From an optimization exercise on the open Yosys and OpenROAD flow, aimed at small area, a short achievable clock period and few clock cycles per item; shortcuts taken in it are not production practice. Function was checked by simulation only, so behaviour that the tests miss may differ from the original.

==> inputs of v16 <==
==> flow/design.v <==
package spmf_pkg;
	localparam int LEVELS      = 5;
	localparam int LEVEL_DEPTH = 16;
	localparam int PAYLOAD_W   = 16;
	localparam logic [2:0] ST_PUSHED   = 3'd0;
	localparam logic [2:0] ST_BAD_PRIO = 3'd1;
	localparam logic [2:0] ST_FULL     = 3'd2;
	localparam logic [2:0] ST_POPPED   = 3'd3;
	localparam logic [2:0] ST_EMPTY    = 3'd4;
	localparam int RES_W = 22;
endpackage
module spmf_ctrl (
	input  logic        clk,
	input  logic        arst_n,
	input  logic [7:0]  prio,
	input  logic        busy_nx,   
	output logic        ready,
	output logic [4:0]  lvl        
);
	always_comb begin
		for (int l = 0; l < 5; l++) begin
			lvl[l] = (prio == 8'(l + 1));
		end
	end
	logic stall_q;
	always_ff @(posedge clk or negedge arst_n) begin
		if (!arst_n) begin
			stall_q <= 1'b0;
		end else begin
			stall_q <= busy_nx;
		end
	end
	assign ready = !stall_q;
endmodule
module spmf_ram (
	input  logic        clk,
	input  logic        arst_n,
	input  logic        push,
	input  logic        pop,
	input  logic [15:0] wdata,
	output logic        nonempty,
	output logic        nonempty_nx,
	output logic        full,
	output logic [15:0] rdata
);
	logic [15:0] mem_q [16];
	logic [15:0] ptr_q;
	logic        ne_q;
	always_ff @(posedge clk) begin
		if (push) begin
			mem_q[0] <= wdata;
			for (int i = 1; i < 16; i++) begin
				mem_q[i] <= mem_q[i-1];
			end
		end
	end
	always_ff @(posedge clk or negedge arst_n) begin
		if (!arst_n) begin
			ptr_q <= '0;
			ne_q  <= 1'b0;
		end else if (push) begin
			ptr_q <= {ptr_q[14:0], !ne_q};
			ne_q  <= 1'b1;
		end else if (pop) begin
			ptr_q <= {1'b0, ptr_q[15:1]};
			ne_q  <= !ptr_q[0];
		end
	end
	assign nonempty    = ne_q;
	assign nonempty_nx = push || (ne_q && !(pop && ptr_q[0]));
	assign full     = ptr_q[15];
	always_comb begin
		rdata = '0;
		for (int i = 0; i < 16; i++) begin
			rdata = rdata | (mem_q[i] & {16{ptr_q[i]}});
		end
	end
endmodule
module spmf_dpath (
	input  logic                        clk,
	input  logic                        arst_n,
	input  logic                        exec,
	input  logic                        cmd_pop,
	input  logic [4:0]                  cmd_lvl,
	input  logic [15:0]                 cmd_pay,
	output logic [spmf_pkg::RES_W-1:0]  res
);
	logic [4:0]  ne;
	logic [4:0]  ne_nx;
	logic [4:0]  first_nx;
	logic [4:0]  first_q;
	logic        found_q;
	logic [4:0]  fl;
	logic [15:0] rd [5];
	logic [4:0]  first;    
	logic [4:0]  push;
	logic [4:0]  pop;
	logic        found;
	logic        lvl_full;
	logic        bad;
	logic [15:0] pop_pay;
	logic [2:0]  pop_lvl;
	always_comb begin
		for (int l = 0; l < 5; l++) begin
			first_nx[l] = ne_nx[l];
			for (int k = 0; k < l; k++) begin
				if (ne_nx[k]) first_nx[l] = 1'b0;
			end
		end
	end
	always_ff @(posedge clk or negedge arst_n) begin
		if (!arst_n) begin
			first_q <= '0;
			found_q <= 1'b0;
		end else begin
			first_q <= first_nx;
			found_q <= |ne_nx;
		end
	end
	assign first    = first_q;
	assign found    = found_q;
	assign bad      = ~|cmd_lvl;
	assign lvl_full = |(cmd_lvl & fl);
	assign push     = (exec && !cmd_pop) ? (cmd_lvl & ~fl) : 5'd0;
	assign pop      = (exec && cmd_pop) ? first : 5'd0;
	for (genvar l = 0; l < 5; l++) begin : g_lvl
		spmf_ram u_lvl (
			.clk      (clk),
			.arst_n   (arst_n),
			.push     (push[l]),
			.pop      (pop[l]),
			.wdata    (cmd_pay),
			.nonempty (ne[l]),
			.nonempty_nx (ne_nx[l]),
			.full     (fl[l]),
			.rdata    (rd[l])
		);
	end
	always_comb begin
		pop_pay = '0;
		pop_lvl = '0;
		for (int l = 0; l < 5; l++) begin
			if (first[l]) begin
				pop_pay = pop_pay | rd[l];
				pop_lvl = pop_lvl | 3'(l + 1);
			end
		end
	end
	always_comb begin
		if (cmd_pop) begin
			if (found) res = {spmf_pkg::ST_POPPED, pop_lvl, pop_pay};
			else       res = {spmf_pkg::ST_EMPTY, 19'd0};
		end else if (bad) begin
			res = {spmf_pkg::ST_BAD_PRIO, 19'd0};
		end else if (lvl_full) begin
			res = {spmf_pkg::ST_FULL, 19'd0};
		end else begin
			res = {spmf_pkg::ST_PUSHED, 19'd0};
		end
	end
endmodule
module strict_priority_multi_fifo_core (
	input  logic        clk,
	input  logic        arst_n,
	input  logic        s_tvalid,
	output logic        s_tready,
	input  logic [23:0] s_tdata,
	input  logic [0:0]  s_tuser,
	output logic        m_tvalid,
	input  logic        m_tready,
	output logic [23:0] m_tdata,
	output logic [2:0]  m_tuser
);
	localparam int RW = spmf_pkg::RES_W;
	logic [4:0]    lvl;
	logic          exec;
	logic [RW-1:0] res;
	logic          out_v_q;
	logic [RW-1:0] out_q;
	logic          sk_v_q;
	logic [RW-1:0] sk_q;
	logic          out_load;
	logic          sk_v_nx;
	assign exec     = s_tvalid && s_tready;
	assign out_load = !out_v_q || m_tready;
	assign sk_v_nx  = out_load ? 1'b0 : (sk_v_q || exec);
	spmf_ctrl u_ctrl (
		.clk     (clk),
		.arst_n  (arst_n),
		.prio    (s_tdata[7:0]),
		.busy_nx (sk_v_nx),
		.ready   (s_tready),
		.lvl     (lvl)
	);
	spmf_dpath u_dpath (
		.clk     (clk),
		.arst_n  (arst_n),
		.exec    (exec),
		.cmd_pop (s_tuser[0]),
		.cmd_lvl (lvl),
		.cmd_pay (s_tdata[23:8]),
		.res     (res)
	);
	always_ff @(posedge clk or negedge arst_n) begin
		if (!arst_n) begin
			out_v_q <= 1'b0;
			sk_v_q  <= 1'b0;
		end else begin
			if (out_load) out_v_q <= sk_v_q || exec;
			sk_v_q <= sk_v_nx;
		end
	end
	always_ff @(posedge clk) begin
		if (exec) sk_q <= res;
		if (out_load) out_q <= sk_v_q ? sk_q : res;
	end
	assign m_tvalid = out_v_q;
	assign m_tdata  = {5'd0, out_q[15:0], out_q[18:16]};
	assign m_tuser  = out_q[21:19];
endmodule
==> flow/run.sh <==
#!/bin/bash
# synth_recipe.tcl (not shown) runs the flow's synth.tcl, then flattens the netlist and writes it again
# the make line also repeats each setting of config.mk as NAME=value (left out here)
make -C /OpenROAD-flow-scripts/flow DESIGN_CONFIG=/design/flow/config.mk WORK_HOME=/design/flow/orfs CLKGATE_MAP_FILE= SYNTH_SCRIPT=/design/flow/synth_recipe.tcl finish
==> flow/config.mk <==
export PLATFORM = sky130hd
export DESIGN_NAME = strict_priority_multi_fifo_core
export DESIGN_NICKNAME = strict_priority_multi_fifo_core
export VERILOG_FILES = /design/flow/design.v
export SDC_FILE = /design/flow/constraint.sdc
export NUM_CORES = 4
export LEC_CHECK = 0
export CAP_MARGIN = 20
export CORE_MARGIN = 2
export CORE_UTILIZATION = 70
export CTS_CLUSTER_DIAMETER = 90
export CTS_CLUSTER_SIZE = 28
export SETUP_SLACK_MARGIN = 3.5
export SLEW_MARGIN = 20
==> flow/constraint.sdc <==
create_clock -name core_clock -period 6.0 [get_ports {clk}]
set_input_delay 1.2000 -clock core_clock [delete_from_list [all_inputs] [get_ports {clk}]]
set_output_delay 1.2000 -clock core_clock [all_outputs]
set_load 0.01 [all_outputs]
==> v26: changes against v16 <==
==> flow/design.v, changed modules only <==
module spmf_ctrl (
	input  logic        clk,
	input  logic        arst_n,
	input  logic        s_tvalid,
	output logic        s_tready,
	input  logic [23:0] s_tdata,
	input  logic        s_act,
	input  logic        exec,      
	input  logic        busy_nx,   
	output logic        cmd_v,
	output logic        cmd_pop,
	output logic [4:0]  cmd_lvl,   
	output logic [15:0] cmd_pay
);
	logic       v_nx;
	logic [4:0] lvl;
	always_comb begin
		for (int l = 0; l < 5; l++) begin
			lvl[l] = (s_tdata[7:0] == 8'(l + 1));
		end
	end
	assign v_nx = (s_tvalid && s_tready) || (cmd_v && !exec);
	always_ff @(posedge clk or negedge arst_n) begin
		if (!arst_n) begin
			cmd_v    <= 1'b0;
			s_tready <= 1'b1;
		end else begin
			cmd_v    <= v_nx;
			s_tready <= !(v_nx && busy_nx);
		end
	end
	always_ff @(posedge clk) begin
		if (s_tready) begin
			cmd_pop <= s_act;
			cmd_lvl <= lvl;
			cmd_pay <= s_tdata[23:8];
		end
	end
endmodule
module strict_priority_multi_fifo_core (
	input  logic        clk,
	input  logic        arst_n,
	input  logic        s_tvalid,
	output logic        s_tready,
	input  logic [23:0] s_tdata,
	input  logic [0:0]  s_tuser,
	output logic        m_tvalid,
	input  logic        m_tready,
	output logic [23:0] m_tdata,
	output logic [2:0]  m_tuser
);
	localparam int RW = spmf_pkg::RES_W;
	logic          cmd_v;
	logic          cmd_pop;
	logic [4:0]    cmd_lvl;
	logic [15:0]   cmd_pay;
	logic          exec;
	logic [RW-1:0] res;
	logic          out_v_q;
	logic [RW-1:0] out_q;
	logic          sk_v_q;
	logic [RW-1:0] sk_q;
	logic          out_load;
	logic          sk_v_nx;
	assign exec     = cmd_v && !sk_v_q;
	assign out_load = !out_v_q || m_tready;
	assign sk_v_nx  = out_load ? 1'b0 : (sk_v_q || exec);
	spmf_ctrl u_ctrl (
		.clk      (clk),
		.arst_n   (arst_n),
		.s_tvalid (s_tvalid),
		.s_tready (s_tready),
		.s_tdata  (s_tdata),
		.s_act    (s_tuser[0]),
		.exec     (exec),
		.busy_nx  (sk_v_nx),
		.cmd_v    (cmd_v),
		.cmd_pop  (cmd_pop),
		.cmd_lvl  (cmd_lvl),
		.cmd_pay  (cmd_pay)
	);
	spmf_dpath u_dpath (
		.clk     (clk),
		.arst_n  (arst_n),
		.exec    (exec),
		.cmd_pop (cmd_pop),
		.cmd_lvl (cmd_lvl),
		.cmd_pay (cmd_pay),
		.res     (res)
	);
	always_ff @(posedge clk or negedge arst_n) begin
		if (!arst_n) begin
			out_v_q <= 1'b0;
			sk_v_q  <= 1'b0;
		end else begin
			if (out_load) out_v_q <= sk_v_q || exec;
			sk_v_q <= sk_v_nx;
		end
	end
	always_ff @(posedge clk) begin
		if (exec) sk_q <= res;
		if (out_load) out_q <= sk_v_q ? sk_q : res;
	end
	assign m_tvalid = out_v_q;
	assign m_tdata  = {5'd0, out_q[15:0], out_q[18:16]};
	assign m_tuser  = out_q[21:19];
endmodule
--- a/flow/config.mk
+++ b/flow/config.mk
@@ -8,7 +8,7 @@
 export CAP_MARGIN = 20
 export CORE_MARGIN = 2
-export CORE_UTILIZATION = 70
-export CTS_CLUSTER_DIAMETER = 90
-export CTS_CLUSTER_SIZE = 28
-export SETUP_SLACK_MARGIN = 3.5
+export CORE_UTILIZATION = 55
+export CTS_CLUSTER_DIAMETER = 80
+export CTS_CLUSTER_SIZE = 24
+export SETUP_SLACK_MARGIN = 3.3
 export SLEW_MARGIN = 20
==> v20: changes against v16 <==
==> flow/design.v, changed modules only <==
module spmf_ctrl (
	input  logic        clk,
	input  logic        arst_n,
	input  logic        s_tvalid,
	output logic        s_tready,
	input  logic [23:0] s_tdata,
	input  logic        s_act,
	input  logic        exec,      
	input  logic        busy_nx,   
	output logic        cmd_v,
	output logic        cmd_pop,
	output logic [4:0]  cmd_lvl,   
	output logic [15:0] cmd_pay
);
	logic v_nx;
	logic [4:0] lvl;
	always_comb begin
		for (int l = 0; l < 5; l++) begin
			lvl[l] = (s_tdata[7:0] == 8'(l + 1));
		end
	end
	assign v_nx = (s_tvalid && s_tready) || (cmd_v && !exec);
	always_ff @(posedge clk or negedge arst_n) begin
		if (!arst_n) begin
			cmd_v    <= 1'b0;
			s_tready <= 1'b1;
		end else begin
			cmd_v    <= v_nx;
			s_tready <= !(v_nx && busy_nx);
		end
	end
	always_ff @(posedge clk) begin
		if (s_tready) begin
			cmd_pop <= s_act;
			cmd_lvl <= lvl;
			cmd_pay <= s_tdata[23:8];
		end
	end
endmodule
module spmf_ram (
	input  logic        clk,
	input  logic        arst_n,
	input  logic        push,
	input  logic        pop,
	input  logic [15:0] wdata,
	output logic        nonempty,
	output logic        full,
	output logic [15:0] rdata
);
	logic [15:0] mem_q [16];
	logic [4:0]  r_q;
	always_ff @(posedge clk) begin
		if (push) begin
			mem_q[0] <= wdata;
			for (int i = 1; i < 16; i++) begin
				mem_q[i] <= mem_q[i-1];
			end
		end
	end
	always_ff @(posedge clk or negedge arst_n) begin
		if (!arst_n) begin
			r_q <= 5'h1f;
		end else if (push) begin
			r_q <= r_q + 5'd1;
		end else if (pop) begin
			r_q <= r_q - 5'd1;
		end
	end
	assign nonempty = !r_q[4];
	assign full     = (r_q == 5'd15);
	always_comb begin
		rdata = '0;
		for (int i = 0; i < 16; i++) begin
			rdata = rdata | (mem_q[i] & {16{r_q[3:0] == 4'(i)}});
		end
	end
endmodule
module spmf_dpath (
	input  logic                        clk,
	input  logic                        arst_n,
	input  logic                        exec,
	input  logic                        cmd_pop,
	input  logic [4:0]                  cmd_lvl,
	input  logic [15:0]                 cmd_pay,
	output logic [spmf_pkg::RES_W-1:0]  res
);
	logic [4:0]  ne;
	logic [4:0]  fl;
	logic [15:0] rd [5];
	logic [4:0]  first;    
	logic [4:0]  push;
	logic [4:0]  pop;
	logic        found;
	logic        lvl_full;
	logic        bad;
	logic [15:0] pop_pay;
	logic [2:0]  pop_lvl;
	always_comb begin
		for (int l = 0; l < 5; l++) begin
			first[l] = ne[l];
			for (int k = 0; k < l; k++) begin
				if (ne[k]) first[l] = 1'b0;
			end
		end
	end
	assign found    = |ne;
	assign bad      = ~|cmd_lvl;
	assign lvl_full = |(cmd_lvl & fl);
	assign push     = (exec && !cmd_pop) ? (cmd_lvl & ~fl) : 5'd0;
	assign pop      = (exec && cmd_pop) ? first : 5'd0;
	for (genvar l = 0; l < 5; l++) begin : g_lvl
		spmf_ram u_lvl (
			.clk      (clk),
			.arst_n   (arst_n),
			.push     (push[l]),
			.pop      (pop[l]),
			.wdata    (cmd_pay),
			.nonempty (ne[l]),
			.full     (fl[l]),
			.rdata    (rd[l])
		);
	end
	always_comb begin
		pop_pay = '0;
		pop_lvl = '0;
		for (int l = 0; l < 5; l++) begin
			if (first[l]) begin
				pop_pay = pop_pay | rd[l];
				pop_lvl = pop_lvl | 3'(l + 1);
			end
		end
	end
	always_comb begin
		if (cmd_pop) begin
			if (found) res = {spmf_pkg::ST_POPPED, pop_lvl, pop_pay};
			else       res = {spmf_pkg::ST_EMPTY, 19'd0};
		end else if (bad) begin
			res = {spmf_pkg::ST_BAD_PRIO, 19'd0};
		end else if (lvl_full) begin
			res = {spmf_pkg::ST_FULL, 19'd0};
		end else begin
			res = {spmf_pkg::ST_PUSHED, 19'd0};
		end
	end
endmodule
module strict_priority_multi_fifo_core (
	input  logic        clk,
	input  logic        arst_n,
	input  logic        s_tvalid,
	output logic        s_tready,
	input  logic [23:0] s_tdata,
	input  logic [0:0]  s_tuser,
	output logic        m_tvalid,
	input  logic        m_tready,
	output logic [23:0] m_tdata,
	output logic [2:0]  m_tuser
);
	localparam int RW = spmf_pkg::RES_W;
	logic          cmd_v;
	logic          cmd_pop;
	logic [4:0]    cmd_lvl;
	logic [15:0]   cmd_pay;
	logic          exec;
	logic [RW-1:0] res;
	logic          out_v_q;
	logic [RW-1:0] out_q;
	logic          sk_v_q;
	logic [RW-1:0] sk_q;
	logic          out_load;
	logic          sk_v_nx;
	assign exec     = cmd_v && !sk_v_q;
	assign out_load = !out_v_q || m_tready;
	assign sk_v_nx  = out_load ? 1'b0 : (sk_v_q || exec);
	spmf_ctrl u_ctrl (
		.clk      (clk),
		.arst_n   (arst_n),
		.s_tvalid (s_tvalid),
		.s_tready (s_tready),
		.s_tdata  (s_tdata),
		.s_act    (s_tuser[0]),
		.exec     (exec),
		.busy_nx  (sk_v_nx),
		.cmd_v    (cmd_v),
		.cmd_pop  (cmd_pop),
		.cmd_lvl  (cmd_lvl),
		.cmd_pay  (cmd_pay)
	);
	spmf_dpath u_dpath (
		.clk     (clk),
		.arst_n  (arst_n),
		.exec    (exec),
		.cmd_pop (cmd_pop),
		.cmd_lvl (cmd_lvl),
		.cmd_pay (cmd_pay),
		.res     (res)
	);
	always_ff @(posedge clk or negedge arst_n) begin
		if (!arst_n) begin
			out_v_q <= 1'b0;
			sk_v_q  <= 1'b0;
		end else begin
			if (out_load) out_v_q <= sk_v_q || exec;
			sk_v_q <= sk_v_nx;
		end
	end
	always_ff @(posedge clk) begin
		if (exec) sk_q <= res;
		if (out_load) out_q <= sk_v_q ? sk_q : res;
	end
	assign m_tvalid = out_v_q;
	assign m_tdata  = {5'd0, out_q[15:0], out_q[18:16]};
	assign m_tuser  = out_q[21:19];
endmodule
--- a/flow/config.mk
+++ b/flow/config.mk
@@ -8,7 +8,5 @@
 export CAP_MARGIN = 20
 export CORE_MARGIN = 2
-export CORE_UTILIZATION = 70
-export CTS_CLUSTER_DIAMETER = 90
-export CTS_CLUSTER_SIZE = 28
-export SETUP_SLACK_MARGIN = 3.5
+export CORE_UTILIZATION = 40
+export SETUP_SLACK_MARGIN = 0.2
 export SLEW_MARGIN = 20
==> summary of the runs <==
Against v16, the final cell count of v26 is higher by 6.4%. Global-route usage, highest first: v16, v26, v20. Area after synthesis, highest first: v20, v26, v16. Die area, lowest first: v16, v26, v20. Clock skew: v20 < v26 < v16. Between v26 and v16, the lower first-iteration DRC count is in v26 (gap 20%, measured against v16). The highest core utilization belongs to v16, the lowest to v20. Synthesized cell count, highest first: v20, v26, v16. Cell area: v26 < v16 < v20. Wire length: v26 < v16 < v20.
Testbench counts of v16, summed over its fixed seeds: cycles 12,008, items 12,000.
Testbench counts of v26, summed over its fixed seeds: cycles 12,016, items 12,000.
Testbench counts of v20, summed over its fixed seeds: cycles 12,016, items 12,000.

## re-timing with driven ports
The results above use ideal ports. As a check the final layouts listed here were re-extracted and re-timed, cells and wires unchanged. Step 1: set_driving_cell puts a clkbuf_16 on clk and a buf_2 on each other input, an assumption about the parent block. Step 2 also shifts input and output timing later by t, the mid clock arrival at the registers, as if the neighbouring blocks saw the same clock. Slacks: ideal / step 1 / step 2; pairs: ideal / step 1.
run	t, ns	setup WS [ns]	worst setup path after step 2
v16	0.731	3.353 / 3.313 / 2.676	input to register
v26	0.724	3.011 / 3.011 / 3.011	register to register
v20	0.859	1.829 / 1.829 / 1.829	register to register
After both steps every run listed still meets setup and hold. The setup slack of v16, which loses most, moves by -0.040 ns with the drivers and by -0.677 ns with both steps.
